This design comes from an exercise in tuning for small area, a short achievable clock period and few clock cycles per item on the open sky130 flow, not from production work. No run shown here included a check of the RTL's function; only the layout flow was run. Power figures rest on the tool's default switching activity, not on a simulated workload.

`flow/design.v`:
```
`timescale 1ns/1ns
`default_nettype none
module conv_top
(
    input  logic        clk,
    input  logic        rst,
    input  logic        start,
    input  logic [19:0] cfg_weight_base,
    input  logic [19:0] cfg_bias_base,
    input  logic [19:0] cfg_data_base,
    input  logic [19:0] cfg_result_base,
    input  logic [9:0]  cfg_rownum,
    input  logic [9:0]  cfg_columnnum,
    input  logic [9:0]  cfg_filternum,
    input  logic [7:0]  mem_rdata,
    output logic        mem_en,
    output logic        mem_we,
    output logic [19:0] mem_addr,
    output logic [7:0]  mem_wdata,
    output logic        conv_finish
);
    localparam logic [1:0] PH_LOAD  = 2'd0;
    localparam logic [1:0] PH_DATA  = 2'd1;
    localparam logic [1:0] PH_DRAIN = 2'd2;
    logic        busy;
    logic [1:0]  phase;
    logic [3:0]  tapcnt;       
    logic [19:0] wptr;
    logic [19:0] bptr;
    logic [19:0] rptr;
    logic [19:0] db;
    logic [19:0] cp;           
    logic [9:0]  nrows;
    logic [9:0]  ncols;
    logic [9:0]  rowcnt;       
    logic [9:0]  colcnt;       
    logic [9:0]  filtcnt;      
    logic [1:0]  wrow;         
    logic        rfirst;
    logic        cfirst;
    logic        en_q;
    logic        we_q;
    logic [19:0] addr_q;
    logic [7:0]  wdata_q;
    logic [6:0]  tg0, tg1, tg2;
    logic        t3_data, t3_first, t3_initrow, t3_emit_a, t3_emit_b;
    logic        t4_emit_a, t4_emit_b;
    logic        t5_emit_b;
    logic        write_due;
    logic        rlast;
    logic        clast;
    logic        flast;
    logic        rd_first;
    logic        rd_last;
    logic        drained;
    logic [19:0] off;
    logic        off_cin;
    logic [19:0] data_addr;
    logic [6:0]  tag_d;
    assign write_due = t4_emit_a || t5_emit_b;
    assign rlast     = (rowcnt == 10'd1);
    assign clast     = (colcnt == 10'd1);
    assign flast     = (filtcnt == 10'd1);
    assign rd_first  = (wrow == (rfirst ? 2'd1 : 2'd0));
    assign rd_last   = (wrow == (rlast ? 2'd1 : 2'd2));
    assign drained   = (phase == PH_DRAIN) && (tapcnt == 4'd6);
    always_comb
    begin
        case (wrow)
            2'd0:    begin off = ~{10'd0, ncols}; off_cin = 1'b1; end
            2'd2:    begin off =  {10'd0, ncols}; off_cin = 1'b0; end
            default: begin off = 20'd0;           off_cin = 1'b0; end
        endcase
    end
    assign data_addr = cp + off + {19'd0, off_cin};
    always_comb
    begin
        tag_d = 7'd0;
        if (busy && !write_due)
        begin
            if (phase == PH_LOAD)
                tag_d = {1'b1, 2'd3, 4'd0};
            else if (phase == PH_DATA)
                tag_d = {1'b1, wrow, rd_first, rd_first && cfirst,
                         rd_last && !cfirst, rd_last && clast};
        end
    end
    always_ff @(posedge clk)
    begin
        if (rst)
        begin
            busy        <= 1'b0;
            phase       <= PH_LOAD;
            en_q        <= 1'b0;
            we_q        <= 1'b0;
            tg0         <= 7'd0;
            conv_finish <= 1'b0;
        end
        else
        begin
            tg0         <= tag_d;
            en_q        <= 1'b0;
            we_q        <= 1'b0;
            conv_finish <= busy && drained;
            if (!busy)
            begin
                if (start)
                begin
                    busy  <= 1'b1;
                    phase <= PH_LOAD;
                end
            end
            else if (write_due)
            begin
                en_q <= 1'b1;
                we_q <= 1'b1;
            end
            else if (phase == PH_LOAD)
            begin
                en_q <= 1'b1;
                if (tapcnt == 4'd9)
                    phase <= PH_DATA;
            end
            else if (phase == PH_DATA)
            begin
                en_q <= 1'b1;
                if (rd_last && clast && rlast)
                    phase <= flast ? PH_DRAIN : PH_LOAD;
            end
            else if (drained)
            begin
                busy <= 1'b0;
            end
        end
    end
    always_ff @(posedge clk)
    begin
        if (!busy)
        begin
            wptr    <= cfg_weight_base;
            bptr    <= cfg_bias_base;
            db      <= cfg_data_base;
            rptr    <= cfg_result_base;
            nrows   <= cfg_rownum;
            ncols   <= cfg_columnnum;
            filtcnt <= cfg_filternum;
            tapcnt  <= 4'd0;
        end
        else if (write_due)
        begin
            addr_q <= rptr;
            rptr   <= rptr + 20'd1;
            if (phase == PH_DRAIN)
                tapcnt <= tapcnt + 4'd1;
        end
        else if (phase == PH_LOAD)
        begin
            if (tapcnt == 4'd9)
            begin
                addr_q <= bptr;
                bptr   <= bptr + 20'd1;
                tapcnt <= 4'd0;
                cp     <= db;
                rowcnt <= nrows;
                colcnt <= ncols;
                rfirst <= 1'b1;
                cfirst <= 1'b1;
                wrow   <= 2'd1;
            end
            else
            begin
                addr_q <= wptr;
                wptr   <= wptr + 20'd1;
                tapcnt <= tapcnt + 4'd1;
            end
        end
        else if (phase == PH_DATA)
        begin
            addr_q <= data_addr;
            if (!rd_last)
                wrow <= wrow + 2'd1;
            else
            begin
                cp     <= cp + 20'd1;
                cfirst <= 1'b0;
                wrow   <= rfirst ? 2'd1 : 2'd0;
                colcnt <= colcnt - 10'd1;
                if (clast)
                begin
                    colcnt <= ncols;
                    cfirst <= 1'b1;
                    rowcnt <= rowcnt - 10'd1;
                    rfirst <= 1'b0;
                    wrow   <= 2'd0;
                    if (rlast)
                        filtcnt <= filtcnt - 10'd1;
                end
            end
        end
        else
        begin
            tapcnt <= tapcnt + 4'd1;
        end
    end
    assign mem_en    = en_q;
    assign mem_we    = we_q;
    assign mem_addr  = addr_q;
    assign mem_wdata = wdata_q;
    always_ff @(posedge clk)
    begin
        if (rst)
        begin
            tg1       <= 7'd0;
            tg2       <= 7'd0;
            t3_data   <= 1'b0;
            t3_first  <= 1'b0;
            t3_emit_a <= 1'b0;
            t3_emit_b <= 1'b0;
            t4_emit_a <= 1'b0;
            t4_emit_b <= 1'b0;
            t5_emit_b <= 1'b0;
        end
        else
        begin
            tg1       <= tg0;
            tg2       <= tg1;
            t3_data   <= tg2[6] && (tg2[5:4] != 2'd3);
            t3_first  <= tg2[6] && (tg2[5:4] != 2'd3) && tg2[3];
            t3_emit_a <= tg2[6] && tg2[1];
            t3_emit_b <= tg2[6] && tg2[0];
            t4_emit_a <= t3_emit_a;
            t4_emit_b <= t3_emit_b;
            t5_emit_b <= t4_emit_b;
        end
    end
    always_ff @(posedge clk)
        t3_initrow <= tg2[2];
    function automatic logic [18:0] mac(input logic [18:0] acc,
                                        input logic [3:0]  one,
                                        input logic [3:0]  two,
                                        input logic [3:0]  neg,
                                        input logic [7:0]  w);
        logic [8:0]      mag;
        logic [3:0][8:0] pp;
        logic [18:0]     r0, r1, r2, r3, rk;
        logic [18:0]     s1, c1, s2, c2, s3, c3, s4, c4;
        for (int k = 0; k < 4; k++)
        begin
            mag   = one[k] ? {w[7], w} : (two[k] ? {w, 1'b0} : 9'd0);
            pp[k] = neg[k] ? ~mag : mag;
        end
        r0 = {10'd0, ~pp[0][8], pp[0][7:0]};
        r1 = { 8'd0, ~pp[1][8], pp[1][7:0], 1'b0, neg[0]};
        r2 = { 6'd0, ~pp[2][8], pp[2][7:0], 1'b0, neg[1], 2'd0};
        r3 = { 4'd0, ~pp[3][8], pp[3][7:0], 1'b0, neg[2], 4'd0};
        rk = 19'h7AB00 | {12'd0, neg[3], 6'd0};
        s1 = acc ^ rk ^ r0;
        c1 = ((acc & rk) | (acc & r0) | (rk & r0)) << 1;
        s2 = r1 ^ r2 ^ r3;
        c2 = ((r1 & r2) | (r1 & r3) | (r2 & r3)) << 1;
        s3 = s1 ^ c1 ^ s2;
        c3 = ((s1 & c1) | (s1 & s2) | (c1 & s2)) << 1;
        s4 = s3 ^ c3 ^ c2;
        c4 = ((s3 & c3) | (s3 & c2) | (c3 & c2)) << 1;
        mac = s4 + c4;
    endfunction
    logic [9:0][7:0]    wreg;          
    logic               in_data;
    logic [8:0]         xe;
    logic [3:0]         b_one, b_two, b_neg;
    logic [7:0]         w_a, w_b, w_d;
    logic [18:0]        src_a, src_b, src_d;
    logic [18:0]        sum_a, sum_b, sum_d;
    logic [18:0]        acc_a;
    logic [17:0]        acc_b;
    logic [16:0]        acc_d;
    logic [18:0]        bias_x;
    logic [7:0]         out_b;
    logic [7:0]         sat_a;
    logic [7:0]         sat_b;
    always_ff @(posedge clk)
    begin
        if (tg2[6] && tg2[5:4] == 2'd3)
        begin
            for (int k = 0; k < 9; k++)
                wreg[k] <= wreg[k+1];
            wreg[9] <= mem_rdata;
        end
    end
    assign in_data = tg2[6] && (tg2[5:4] != 2'd3);
    assign xe      = {mem_rdata, 1'b0};
    always_ff @(posedge clk)
    begin
        for (int k = 0; k < 4; k++)
        begin
            b_one[k] <= in_data && (xe[2*k+1] ^ xe[2*k]);
            b_two[k] <= in_data && ((xe[2*k+2] && !xe[2*k+1] && !xe[2*k])
                                 || (!xe[2*k+2] && xe[2*k+1] && xe[2*k]));
            b_neg[k] <= in_data && xe[2*k+2];
        end
        case (tg2[5:4])
            2'd0:    begin w_d <= wreg[0]; w_b <= wreg[1]; w_a <= wreg[2]; end
            2'd1:    begin w_d <= wreg[3]; w_b <= wreg[4]; w_a <= wreg[5]; end
            default: begin w_d <= wreg[6]; w_b <= wreg[7]; w_a <= wreg[8]; end
        endcase
    end
    assign bias_x = {{11{wreg[9][7]}}, wreg[9]};
    assign src_a = t3_first ? {acc_b[17], acc_b} : acc_a;
    assign src_b = t3_first ? (t3_initrow ? bias_x : {{2{acc_d[16]}}, acc_d})
                            : {acc_b[17], acc_b};
    assign src_d = t3_first ? bias_x : {{2{acc_d[16]}}, acc_d};
    assign sum_a = mac(src_a, b_one, b_two, b_neg, w_a);
    assign sum_b = mac(src_b, b_one, b_two, b_neg, w_b);
    assign sum_d = mac(src_d, b_one, b_two, b_neg, w_d);
    always_ff @(posedge clk)
    begin
        acc_a <= sum_a;
        acc_b <= sum_b[17:0];
        acc_d <= sum_d[16:0];
    end
    assign sat_a = acc_a[18] ? 8'd0 : ((|acc_a[17:11]) ? 8'd127 : {1'b0, acc_a[10:4]});
    assign sat_b = acc_b[17] ? 8'd0 : ((|acc_b[16:11]) ? 8'd127 : {1'b0, acc_b[10:4]});
    always_ff @(posedge clk)
    begin
        if (t4_emit_b)
            out_b <= sat_b;
        wdata_q <= t4_emit_a ? sat_a : out_b;
    end
endmodule
`default_nettype wire
```
`flow/run.sh`:
```
#!/bin/bash
# synth_recipe.tcl (not shown) runs the flow's synth.tcl, then flattens the netlist and writes it again
# the make line also repeats each setting of config.mk as NAME=value (left out here)
make -C /OpenROAD-flow-scripts/flow DESIGN_CONFIG=/design/flow/config.mk WORK_HOME=/design/flow/orfs CLKGATE_MAP_FILE= SYNTH_SCRIPT=/design/flow/synth_recipe.tcl finish
```
`flow/config.mk`:
```
export PLATFORM = sky130hd
export DESIGN_NAME = conv_top
export DESIGN_NICKNAME = conv_top
export VERILOG_FILES = /design/flow/design.v
export SDC_FILE = /design/flow/constraint.sdc
export NUM_CORES = 4
export LEC_CHECK = 0
export CAP_MARGIN = 20
export CORE_MARGIN = 2
export CORE_UTILIZATION = 40
export SLEW_MARGIN = 20
```
`flow/constraint.sdc`:
```
create_clock -name core_clock -period 11.5 [get_ports {clk}]
set_input_delay 2.3000 -clock core_clock [delete_from_list [all_inputs] [get_ports {clk}]]
set_output_delay 2.3000 -clock core_clock [all_outputs]
set_load 0.01 [all_outputs]
```
==> reports/metrics.csv, run 1 <==
stage,metric,value,unit
critical_path,critical path cell sequence,nor2b_1 > a22oi_1 > xnor2_1 > fa_1 > inv_1 > fa_1 > fa_1 > ha_1 > a21oi_1 > a21boi_1 > or2_2 > a21oi_1 > o21ai_0 > or4_1 > nand3_1,
synthesis,Mapped Nets,2753,
cts,CTS H-Tree Depth,2,
sta,final hold vios,0,
layout,ant diodes,0,
cts,Clock Path Buffers,3,
pwr,Int Pwr,0.00345,W
pwr,clock share of power,31.3,%
cts,Clock Latency Late Sink,0.59,ns
critical_path,CP peak stage delay,0.89,ns
layout,fin nets,2852,
critical_path,CP Capture Type,register,
synthesis,share of flip-flops with an asynchronous set or reset,0,%
critical_path,Critical Path Source,b_two[3]$_DFF_P_,
critical_path,"Max stage delay cell, worst path",nor2b_1,
pwr,PwrDens,182,nW/µm²
min_path,Hold Path Class,register to register,
die,Initial Utilization,40.2,%
critical_path,Worst setup SP type,register,
grt,Overflow after GRT,0,
drt,Via-to-Cell Ratio,5.21,
critical_path,WP data arrival,5.89,ns
layout,FILL cells,5662,
die,die area,62500,µm²
synthesis,top-area cell type share of the netlist area,32.4,%
die,# rows,90,
sta,# setup viols final,0,
die,boundary pin count,152,
outcome,status,"complete, no violations",
pwr,switching power total,0.00165,W
sta,fin crit share,46.7,%
drt,Residual DRC,0,
critical_path,Worst path depth,15,
pwr,Lkg Pwr,10.8,nW
critical_path,CP Buf/Inv Count,1,
critical_path,"Req. time, crit path",12.02,ns
synthesis,synthesized netlist cell count,2402,
grt,Total GRT Usage,19.1,%
sta,fmax,186,MHz
drt,post-route ant nets,0,
placed_design,post-DP HPWL,43.0,mm
synthesis,post-synth top area cell,edfxtp_1,
synthesis,main area contributors after synthesis,"edfxtp_1 (32%), dfxtp_1 (11%), ha_1 (7.4%)",
cts,number of setup buffers added after CTS,0,
grt,global-route wire length before repair,95.9,mm
synthesis,register area share after synthesis,43.6,%
grt,vias in the first global route,17900,
layout,register area,10500,µm²
cts,post-cts resize count,0,
synthesis,"EDFF count, synth",261,
sta,Slew Limit Fails,0,
cts,clk slew on worst S/H paths,0.06,ns
die,DIE WIDTH,250,µm
critical_path,crit-path max FO,15,
die,core area,60100,µm²
synthesis,Netlist cell types,86,
die,Die Ht,250,µm
pwr,Comb power frac,32.1,%
synthesis,Seq cells post-synth,396,
layout,area of the multi-input gates,12500,µm²
pwr,Reg power frac,36.6,%
pwr,Tot Pwr,0.00510,W
placed_design,port bufs,150,
critical_path,cell family with most CP delay,adder cells,
critical_path,"most used cell, CP",fa_1,
sta,setup TNS,0,ns
layout,synthesis-to-layout area growth,16.0,%
drt,length of the first detailed-routing pass in iterations,8,
drt,via count,17300,
grt,largest net degree at the start of global routing,107,
pwr,Sw Ratio,32.4,%
placed_design,gp weighted congestion,0.882,
run,max-cap viol count,0,
synthesis,Post-Syn Area per Cell,10.1,µm²
sta,Clock Skew,0.0204,ns
grt,initial antenna violation count,0,
sta,Slew headroom,26.9,%
critical_path,FF-to-FF Start,b_two[3]$_DFF_P_,
cts,cts hold-fix bufs,0,
sta,Final Critical Period,5.37,ns
critical_path,flop2flop setup slack,6.13,ns
sta,Slew @ Worst Pin,1.10,ns
drt,DR WL/cell,17.8,µm
sta,RSZ-0062 raised after global routing,false,
pwr,Max VDD drop,0.119,mV
critical_path,Setup CP Type,register to register,
cts,Root Buffer,clkbuf_16,
synthesis,Most used DFF post-synth,edfxtp_1,
synthesis,synthesized area,24200,µm²
cts,CTS tree,yes,
drt,starting DRC count in detailed routing,1214,
synthesis,Synth warnings,1,
cts,CTS buffer count,47,
cts,Sink Count,396,
layout,share of cells above drive strength 1,6.10,%
drt,drt total wl,59.1,mm
critical_path,reg-to-reg endpoint,acc_d[15]$_DFF_P_,
critical_path,reg2reg path depth,15,
critical_path,end of the critical path,acc_d[15]$_DFF_P_,
-- cell usage in the layout (no fill, tap or decap), drive strengths merged, types with 5 or more instances in the layout --
| master | Yosys | layout |
|---|---|---|
| a211oi | 6 | 6 |
| a21boi | 5 | 5 |
| a21o | 23 | 23 |
| a21oi | 174 | 174 |
| a22oi | 69 | 69 |
| a31oi | 9 | 9 |
| and2 | 9 | 9 |
| and3 | 24 | 24 |
| buf | 24 | 24 |
| bufinv | 0 | 6 |
| clkbuf | 99 | 66 |
| clkdlybuf4s50 | 0 | 150 |
| clkinv | 3 | 16 |
| dfxtp | 135 | 135 |
| edfxtp | 261 | 261 |
| fa | 86 | 86 |
| ha | 144 | 144 |
| inv | 184 | 185 |
| mux2 | 23 | 23 |
| mux2i | 55 | 55 |
| nand2 | 239 | 239 |
| nand2b | 5 | 5 |
| nand3 | 50 | 50 |
| nand4 | 14 | 14 |
| nor2 | 187 | 187 |
| nor2b | 33 | 33 |
| nor3 | 24 | 24 |
| nor4 | 11 | 11 |
| o211ai | 5 | 5 |
| o21a | 10 | 10 |
| o21ai | 154 | 154 |
| o21bai | 9 | 9 |
| or2 | 5 | 5 |
| or3 | 8 | 8 |
| xnor2 | 160 | 160 |
| xor2 | 101 | 101 |
-- sequential cells by signal, indices dropped and copies added, names as in the netlist, 8 cells and up --
signal,flops
rptr,20
colcnt,10
rowcnt,10
acc_d,17
db,20
bptr,20
acc_b,18
acc_a,19
w_b,8
addr_q,20
wreg,80
nrows,10
w_a,8
filtcnt,10
ncols,10
w_d,8
wptr,20
cp,20
-- worst reg2reg max path: stages (launching register included) --
cell and delay, ns:
dfxtp_1 0.56, nor2b_1 0.89, a22oi_1 0.19, xnor2_1 0.21
fa_1 0.51, inv_1 0.05, fa_1 0.47, fa_1 0.50
ha_1 0.37, a21oi_1 0.19, a21boi_1 0.10, or2_2 0.29
a21oi_1 0.23, o21ai_0 0.22, or4_1 0.44, nand3_1 0.09
-- worst min-delay path by stage --
stage / startpoint / end / slack [ns] / depth (start not counted)
global placement: tg2[2]$_SDFF_PP0_ / t3_initrow$_DFF_P_ / 0.35 / 0
floorplan: tg2[2]$_SDFF_PP0_ / t3_initrow$_DFF_P_ / 0.31 / 0
detailed placement: tg2[2]$_SDFF_PP0_ / t3_initrow$_DFF_P_ / 0.35 / 0
global route: tg2[2]$_SDFF_PP0_ / t3_initrow$_DFF_P_ / 0.37 / 0
finish: tg2[2]$_SDFF_PP0_ / t3_initrow$_DFF_P_ / 0.37 / 0
CTS: tg2[2]$_SDFF_PP0_ / t3_initrow$_DFF_P_ / 0.36 / 0
-- stage by stage --
step	cells	instance area (µm²)	hold slack, ns	utilization [%]	setup WS [ns]
floorplan	2402	24200	0.310	-	6.88
global placement	3234	26400	0.348	43.9	6.25
detailed placement	3234	26400	0.351	43.9	6.19
CTS	3321	28100	0.362	46.7	6.15
global route	3321	28100	0.368	46.7	5.70
finish	3321	28100	0.366	46.7	6.13
-- power groups by stage --
stage          sequential (W)  combinational (W)  clock (W)
5_1_grt               0.00189            0.00187    0.00169
2_1_floorplan         0.00181            0.00129          0
4_1_cts               0.00187            0.00165    0.00163
3_3_place_gp          0.00189            0.00158          0
6_report              0.00187            0.00164    0.00160
3_5_place_dp          0.00189            0.00162          0
-- routing by layer --
| metal | global-route usage, % | up-vias | wire (µm) |
|---|---|---|---|
| met1 | 25.0 | 8302 | 26300 |
| met2 | 33.1 | 402 | 28900 |
| met5 | 0 | - | 0 |
| li1 | - | 8494 | - |
| met3 | 2.24 | 90 | 2430 |
| met4 | 5.87 | 0 | 1500 |
-- cells by family (layout without fill, tap and decap cells) --
logic type | count (synthesis) | after routing | share of synthesized area (%)
flops | 396 | 396 | 43.6
fa+ha+maj | 230 | 230 | 14.6
mux | 78 | 78 | 3.35
simple gates | 627 | 627 | 11.7
buf+inv | 311 | 448 | 4.96
compound gates | 498 | 498 | 12.4
xor+xnor | 261 | 261 | 9.45
other cells | 1 | 1 | 0.0155
-- cells in the mapped netlist, drive strengths merged, types with 4 or more instances --
cell    instances
a211oi          6
a21boi          5
a21o           23
a21oi         174
a221oi          4
a22oi          69
a31oi           9
and2            9
and3           24
buf            24
clkbuf         99
dfxtp         135
edfxtp        261
fa             86
ha            144
inv           184
mux2           23
mux2i          55
nand2         239
nand2b          5
nand3          50
nand4          14
nor2          187
nor2b          33
nor3           24
nor4           11
o211ai          5
o21a           10
o21ai         154
o21bai          9
or2             5
or3             8
xnor2         160
xor2          101
-- cell type report --
type                       count  area share (%)
sequential                   396            37.6
inverter                     187            2.50
multi-input combinational   1695            44.5
tap                          782            3.49
clock inverter                21            1.04
clock buffer                  66            4.96
timing repair buffer         174            5.99
==> run 2: changes to the inputs <==
==> flow/flow/run.sh (new file) <==
#!/bin/bash
# The standard layout (the standard.sh, unchanged synthesis and steps),
# with the timing repair aiming at a setup slack of SETUP_SLACK_MARGIN ns
# instead of 0, so that it sizes and buffers the paths for a shorter period.
# The clock period and every constraint stay the design's.
set -euo pipefail
export SETUP_SLACK_MARGIN=${SETUP_SLACK_MARGIN:-8}
bash standard.sh > standard.log 2>&1
==> flow/standard.sh (new file) <==
#!/bin/bash
# synth_recipe.tcl (not shown) runs the flow's synth.tcl, then flattens the netlist and writes it again
# the make line also repeats each setting of config.mk as NAME=value (left out here)
make -C /OpenROAD-flow-scripts/flow DESIGN_CONFIG=/design/flow/config.mk WORK_HOME=/design/flow/orfs CLKGATE_MAP_FILE= SYNTH_SCRIPT=/design/flow/synth_recipe.tcl "${@:-finish}"
removed: flow/run.sh
==> run 2 against run 1 <==
  * Combinational power is about 20% higher
  * Sequential cell count stayed put
  * Largest power group is now combinational cells
  * Cell area is 5.6% higher
  * Clock power is about 10% lower
  * Critical endpoint unchanged
  * Clock skew is 0.0042 ns higher
  * Largest cell class unchanged
  * Sequential power hardly changed
  * Highest routed layer unchanged
  * Worst setup slack better by 1.3 ns
  * Count of clock-buffer cells in the layout is 11 lower
  * Global-route usage is 0.88 points higher
  * Still clean
==> reports/metrics.csv, run 2 <==
stage,metric,value,unit
pwr,switching power total,0.00180,W
drt,via count,18000,
critical_path,Worst setup SP type,register,
pwr,PwrDens,178,nW/µm²
grt,initial antenna violation count,0,
cts,Sink Count,396,
synthesis,main area contributors after synthesis,"edfxtp_1 (32%), dfxtp_1 (11%), ha_1 (7.4%)",
synthesis,Seq cells post-synth,396,
drt,Residual DRC,0,
pwr,Comb power frac,37.3,%
grt,global-route wire length before repair,99.6,mm
sta,Final Critical Period,4.11,ns
cts,Root Buffer,clkbuf_16,
synthesis,register area share after synthesis,43.6,%
sta,# setup viols final,0,
cts,cts hold-fix bufs,0,
drt,Via-to-Cell Ratio,5.29,
layout,max reg flops,80,
cts,Clock Latency Late Sink,0.59,ns
cts,CTS H-Tree Depth,2,
pwr,Reg power frac,35.4,%
placed_design,port bufs,150,
cts,CTS tree,yes,
layout,"commonest non-fill, non-tap cells in the layout","edfxtp_1 (261), nand2_1 (236), nor2_1 (182)",
outcome,status,"complete, no violations",
sta,hold slack,0.334,ns
critical_path,CP Buf/Inv Count,1,
die,boundary pin count,152,
critical_path,critical path cell sequence,a22oi_2 > xor2_2 > fa_1 > inv_1 > fa_1 > fa_1 > ha_4 > a21oi_4 > a21boi_2 > or2_4 > a21oi_4 > o21ai_4 > or4_1 > nand3_1,
critical_path,CP Capture Type,register,
layout,final instance area,29700,µm²
pwr,clock share of power,27.3,%
layout,fin nets,2939,
synthesis,Synth top cells by count,"edfxtp_1 (261), nand2_1 (239), nor2_1 (187)",
synthesis,synthesized netlist cell count,2402,
layout,FILL cells,5544,
die,Die Ht,250,µm
critical_path,WP data arrival,4.63,ns
critical_path,CP peak stage delay,0.65,ns
critical_path,cell family with most CP delay,adder cells,
min_path,Hold Path Class,register to register,
layout,"commonest non-fill, non-tap cell in the layout",edfxtp_1,
drt,starting DRC count in detailed routing,1210,
drt,DR WL/cell,18.5,µm
die,DIE WIDTH,250,µm
sta,Slew Limit Fails,0,
layout,synthesis-to-layout area growth,22.6,%
synthesis,post-synth top area cell,edfxtp_1,
layout,ant diodes,0,
layout,Reg with most FFs,wreg,
drt,drt total wl,63.0,mm
placed_design,Setup WS pre-CTS,6.34,ns
synthesis,Synth warnings,1,
critical_path,"Max stage delay cell, worst path",dfxtp_1,
layout,register area,10600,µm²
sta,worst setup margin,7.39,ns
die,core area,60100,µm²
sta,final hold vios,0,
pwr,Sw Ratio,34.1,%
placed_design,gp weighted congestion,0.868,
synthesis,"EDFF count, synth",261,
synthesis,synthesized area,24200,µm²
pwr,Max VDD drop,0.146,mV
die,Initial Utilization,40.2,%
critical_path,Setup CP Type,register to register,
sta,RSZ-0062 raised after global routing,true,
synthesis,Post-Syn Area per Cell,10.1,µm²
sta,Slew @ Worst Pin,1.11,ns
synthesis,Netlist cell types,86,
critical_path,"most used cell, CP",fa_1,
synthesis,Mapped Nets,2753,
grt,vias in the first global route,18300,
cts,clk slew on worst S/H paths,0.06,ns
drt,post-route ant nets,0,
layout,share of cells above drive strength 1,16.2,%
die,# rows,90,
pwr,Int Pwr,0.00349,W
sta,fin crit share,35.8,%
grt,Overflow after GRT,0,
sta,fmax,243,MHz
placed_design,post-DP HPWL,43.7,mm
layout,area of the multi-input gates,13400,µm²
pwr,Tot Pwr,0.00529,W
cts,Clock Path Buffers,3,
die,die area,62500,µm²
synthesis,share of flip-flops with an asynchronous set or reset,0,%
critical_path,crit-path max FO,8,
sta,Slew headroom,25.7,%
pwr,Lkg Pwr,11.4,nW
placed_design,area post-placement,26800,µm²
run,max-cap viol count,0,
synthesis,top-count cell post-synth,edfxtp_1,
critical_path,"Req. time, crit path",12.02,ns
sta,setup TNS,0,ns
synthesis,top-area cell type share of the netlist area,32.4,%
cts,CTS buffer count,44,
grt,Total GRT Usage,20.0,%
grt,largest net degree at the start of global routing,72,
drt,length of the first detailed-routing pass in iterations,5,
sta,Clock Skew,0.0246,ns
synthesis,Most used DFF post-synth,edfxtp_1,
-- run 2: routing by layer --
layer / vias up / global-route usage, % / part of all wire [%]
li1: 8679 / - / -
met1: 8702 / 26.4 / 45
met2: 477 / 33.3 / 47
met3: 138 / 2.52 / 4.2
met4: 0 / 8.21 / 4.1
met5: - / 0 / 0
-- run 2: layout make-up --
| type | instances | share of cell area [%] |
|---|---|---|
| repair buffers | 264 | 8.54 |
| clock buffers | 55 | 4.21 |
| inverters | 187 | 2.40 |
| flip-flops and latches | 396 | 35.7 |
| multi-input cells | 1695 | 45.1 |
| well taps | 782 | 3.30 |
| clock inverters | 25 | 0.755 |
-- run 2: worst register-to-register path, cell delays in order, from the launching register on --
cell,delay (ns)
dfxtp_1,0.65
a22oi_2,0.17
xor2_2,0.20
fa_1,0.54
inv_1,0.05
fa_1,0.51
fa_1,0.45
ha_4,0.27
a21oi_4,0.16
a21boi_2,0.08
or2_4,0.25
a21oi_4,0.16
o21ai_4,0.07
or4_1,0.40
nand3_1,0.09
-- run 2: cells by family (layout without fill, tap and decap cells) --
group                      count (synthesis)  in the layout  share of synthesized area, %
xor gates and xnor gates                 261            261                          9.45
and+or+nand+nor                          627            627                          11.7
muxes                                     78             78                          3.35
adders and majority gates                230            230                          14.6
DFF                                      396            396                          43.6
other                                      1              1                        0.0155
buffers and inverters                    311            531                          4.96
AOI/OAI and AO/OA                        498            498                          12.4
-- run 2: timing repair --
action                                  4_1_cts  5_1_grt
gates cloned                                  7        0
endpoints found under the setup margin      100       54
pin swaps                                    57       33
resized for setup                           254       34
setup buffers                                66       16
-- run 2: final timing paths --
| kind | startpoint | end | slack [ns] | cells after the start |
|---|---|---|---|---|
| setup / recovery | w_d[6]$_DFF_P_ | acc_d[15]$_DFF_P_ | 7.39 | 14 |
| hold / removal | tg2[2]$_SDFF_PP0_ | t3_initrow$_DFF_P_ | 0.33 | 0 |
| setup reg to reg | w_d[6]$_DFF_P_ | acc_d[15]$_DFF_P_ | 7.39 | 14 |
| hold reg to reg | tg2[2]$_SDFF_PP0_ | t3_initrow$_DFF_P_ | 0.33 | 0 |
-- run 2: power groups by stage --
| stage | Clock [W] | Combinational [W] | Sequential, W |
|---|---|---|---|
| 5_1_grt | 0.00153 | 0.00222 | 0.00189 |
| 4_1_cts | 0.00148 | 0.00194 | 0.00187 |
| 2_1_floorplan | 0 | 0.00142 | 0.00181 |
| 3_3_place_gp | 0 | 0.00170 | 0.00190 |
| 3_5_place_dp | 0 | 0.00176 | 0.00190 |
| 6_report | 0.00144 | 0.00197 | 0.00187 |
-- run 2: per-stage QoR --
stage / util (%) / cells
after floorplan: - / 2402
after global placement: 44.6 / 3235
after detailed placement: 44.6 / 3235
after CTS: 48.9 / 3388
after global routing: 49.3 / 3404
final: 49.3 / 3404

separate check: timing with driven ports:
The flow's constraints put no driver on any port. The routed layouts listed below were extracted and timed again, unchanged, in two steps. Step 1 sets driving cells, clkbuf_16 on the clock port and buf_2 on the other inputs (assumed; they add their load-dependent delay and slew). Step 2 moves the port delays by t, midway between the first and last clock arrival at a register: inputs arrive t later, outputs are due t later. That takes back most of the time a late clock gives input paths. a / b / c = ideal ports / drivers / drivers and shift; a / b = the first two.
run | shift t [ns] | setup WS [ns] | worst setup path after step 2 | pins driven straight from the clock port
run 1 | 0.639 | 6.129 / 6.129 / 6.129 | register to register | 1
run 2 | 0.639 | 7.387 / 7.387 / 7.387 | register to register | 1
After both steps every run listed still meets setup and hold.
